Background: an optimization exercise with open tools, aiming at small area, a short achievable clock period and few clock cycles per item. Do not read the settings as production practice.
In this exercise RTL edits were held to simulation tests only and were not proved equivalent to the original.

==> inputs of job 6138 <==
## cos_taylor_top
module cos_taylor_top (
	input  logic                                    major_clk,
	input  logic                                    rst,
	input  logic                                    in_req,
	input  logic signed [cos_pkg::angle_width-1:0]  in_angle,
	output logic                                    in_ack,
	output logic                                    out_req,
	input  logic                                    out_ack,
	output logic signed [cos_pkg::result_width-1:0] out_result
);
clock: 9.5 ns
lec_check: 0
cap_margin: 20
core_margin: 2
core_utilization: 40
place_density: 0.6
slew_margin: 20
standard.sh (not shown) runs the stock make flow with config.mk's settings and CLKGATE_MAP_FILE= SYNTH_SCRIPT=/design/flow/synth_recipe.tcl, a recipe that flattens the netlist after the stock synthesis.
==> flow/flow/run.sh <==
#!/bin/bash
set -euo pipefail
MARGIN=$(cat flow/margin.txt)
bash standard.sh SETUP_SLACK_MARGIN="$MARGIN" TNS_END_PERCENT=100 finish > standard.log 2>&1
==> flow/flow/margin.txt <==
6.0
==> job 8634 (differences from job 6138) <==
--- a/flow/design.v
+++ b/flow/design.v
@@ -1658,43 +1658,53 @@
 	input  logic                    pend_v,       
 	output logic                    out_req,
 	input  logic                    out_ack,
 	output logic [result_width-1:0] out_result
 );
-	logic                    skid_v;
-	logic [result_width-1:0] skid;
-	logic                    full;    
-	logic                    load;    
-	logic                    src_v;
-	logic [result_width-1:0] src;
-	assign credit = !((pend_v && skid_v) || (pend_v && full) || (skid_v && full));
-	assign src_v = skid_v || res_v;
-	assign src   = skid_v ? skid : res;
-	assign load  = src_v && !full;
+	logic [result_width-1:0] b0, b1;    
+	logic                    b0_v, b1_v;
+	logic                    wr, rd;    
+	logic                    cur_v;
+	logic [result_width-1:0] cur;
+	logic                    pop;
+	assign credit = !((pend_v && b0_v) || (pend_v && b1_v) || (b0_v && b1_v));
+	assign cur_v = rd ? b1_v : b0_v;
+	assign cur   = rd ? b1 : b0;
+	assign pop   = out_req && out_ack;
 	always_ff @(posedge major_clk) begin
 		if (rst) begin
-			full    <= 1'b0;
+			b0_v    <= 1'b0;
+			b1_v    <= 1'b0;
+			wr      <= 1'b0;
+			rd      <= 1'b0;
 			out_req <= 1'b0;
-			skid_v  <= 1'b0;
 		end else begin
-			skid_v <= (skid_v && full) || (res_v && (skid_v || full));
-			if (load) begin
-				full    <= 1'b1;
-				out_req <= !out_ack;
-			end else if (out_req && out_ack) begin
+			if (res_v) begin
+				wr <= !wr;
+				if (wr)
+					b1_v <= 1'b1;
+				else
+					b0_v <= 1'b1;
+			end
+			if (pop) begin
+				rd      <= !rd;
 				out_req <= 1'b0;
-				full    <= 1'b0;
-			end else if (full && !out_req && !out_ack) begin
-				out_req <= 1'b1;
+				if (rd)
+					b1_v <= 1'b0;
+				else
+					b0_v <= 1'b0;
+			end else if (!out_req && cur_v && !out_ack) begin
+				out_req <= 1'b1;    
 			end
 		end
 	end
 	always_ff @(posedge major_clk) begin
-		if (load)
-			out_result <= src;
-		if (res_v && (skid_v || full))
-			skid <= res;
+		if (res_v && !wr)
+			b0 <= res;
+		if (res_v && wr)
+			b1 <= res;
+		out_result <= cur;
 	end
 endmodule
 `timescale 1ns/1ps
 import cos_pkg::*;
 module cos_taylor_top (
@@ -1760,11 +1770,16 @@
 		end
 	end
 	logic [17:0] new_x;
 	logic [15:0] new_acc;
 	add_pfx #(.W(18)) u_p2 (.a(q1_r0), .b(q1_r1), .cin(q1_c), .s(new_x));
-	assign new_acc = 16'h4000 - {new_x[13:0], 2'b00};
+	logic [15:0] na_a, na_b, na_x, na_m;
+	assign na_a = {~q1_r0[13:0], 2'b00};
+	assign na_b = {~q1_r1[13:0], 2'b00};
+	assign na_x = na_a ^ na_b ^ 16'h4004;
+	assign na_m = (na_a & na_b) | ((na_a | na_b) & 16'h4004);
+	add_pfx #(.W(16)) u_na (.a(na_x), .b({na_m[14:2], ~q1_c, 2'b00}), .cin(1'b0), .s(new_acc));
 	logic        ra_v   [1:NM];
 	logic        ra_p2  [1:NM];    
 	logic        ra_pk  [1:NM];    
 	logic [17:0] ra_x   [1:NM];
 	logic [23:0] ra_bd  [1:NM];
==> flow/flow/margin.txt (replaced) <==
6.2
CTS_CLUSTER_DIAMETER = 70   (was unset)
CTS_CLUSTER_SIZE = 24   (was unset)
==> comparison table <==
item                                                                       job 6138        job 8634
Proportion of synthesized area in mux cells                                  0.0101         0.00935
Worst setup margin                                                          6040 ps         6240 ps
Status                                                               finished clean  finished clean
Number of nets produced by synthesis                                           9912           10400
Post-CTS Setup Inserts                                                           28              42
Placer's final routability congestion estimate                                0.907           0.908
Avg Cell Area, Syn                                                         10.7 um2        10.4 um2
Post-route fraction of the period consumed by the critical path               0.364           0.343
Final Net Count                                                                9700           10100
First-pass GRT wire length                                                   360 mm          355 mm
CTS resizes                                                                     157             224
Die Footprint                                                            222000 um2      227000 um2
Mapped Area                                                               87200 um2       89400 um2
Drt pass-1 iters                                                                  8               9
Worst reg2reg path endpoint                                      rb_c[6][8]$_DFF_P_  q1_c$_DFFE_PP_
Routed wire length                                                           227 mm          223 mm
Worst reg2reg setup slack                                                   6040 ps         6240 ps
Area Overhead vs Synth                                                        9.68%           8.57%
Stages on worst setup path                                                        7              10
Clk_skew                                                                    49.8 ps         27.0 ps
Transition time at the pin with the least slew margin                       1010 ps         1070 ps
Testbench counts of job 6138, summed over its fixed seeds: cycles 4,336, items 2,048.
Testbench counts of job 8634, summed over its fixed seeds: cycles 4,344, items 2,048.

## port drivers added, routing unchanged
In the flow no input, the clock included, has a driving cell. The finished layouts below were timed again as built, in two steps. Step 1 assumes that a clkbuf_16 drives the clock port and a buf_2 every other input. Step 2 times the ports against the registers' clock, not the clock port: input delays grow and output delays shrink by t, the midpoint of the rising clock arrivals with the driver on. Slacks: ideal / step 1 / step 2; pairs: ideal / step 1.
run	shift t [ns]	setup WS [ns]	hold WS [ns]	slew at the worst register clock pin (ns)
job 6138	0.849	6.042 / 5.979 / 6.042	0.297 / 0.297 / 0.297	0.07 / 0.07
job 8634	0.819	6.238 / 6.189 / 6.238	0.315 / 0.315 / 0.315	0.09 / 0.09
After both steps setup and hold are still met in every run listed.
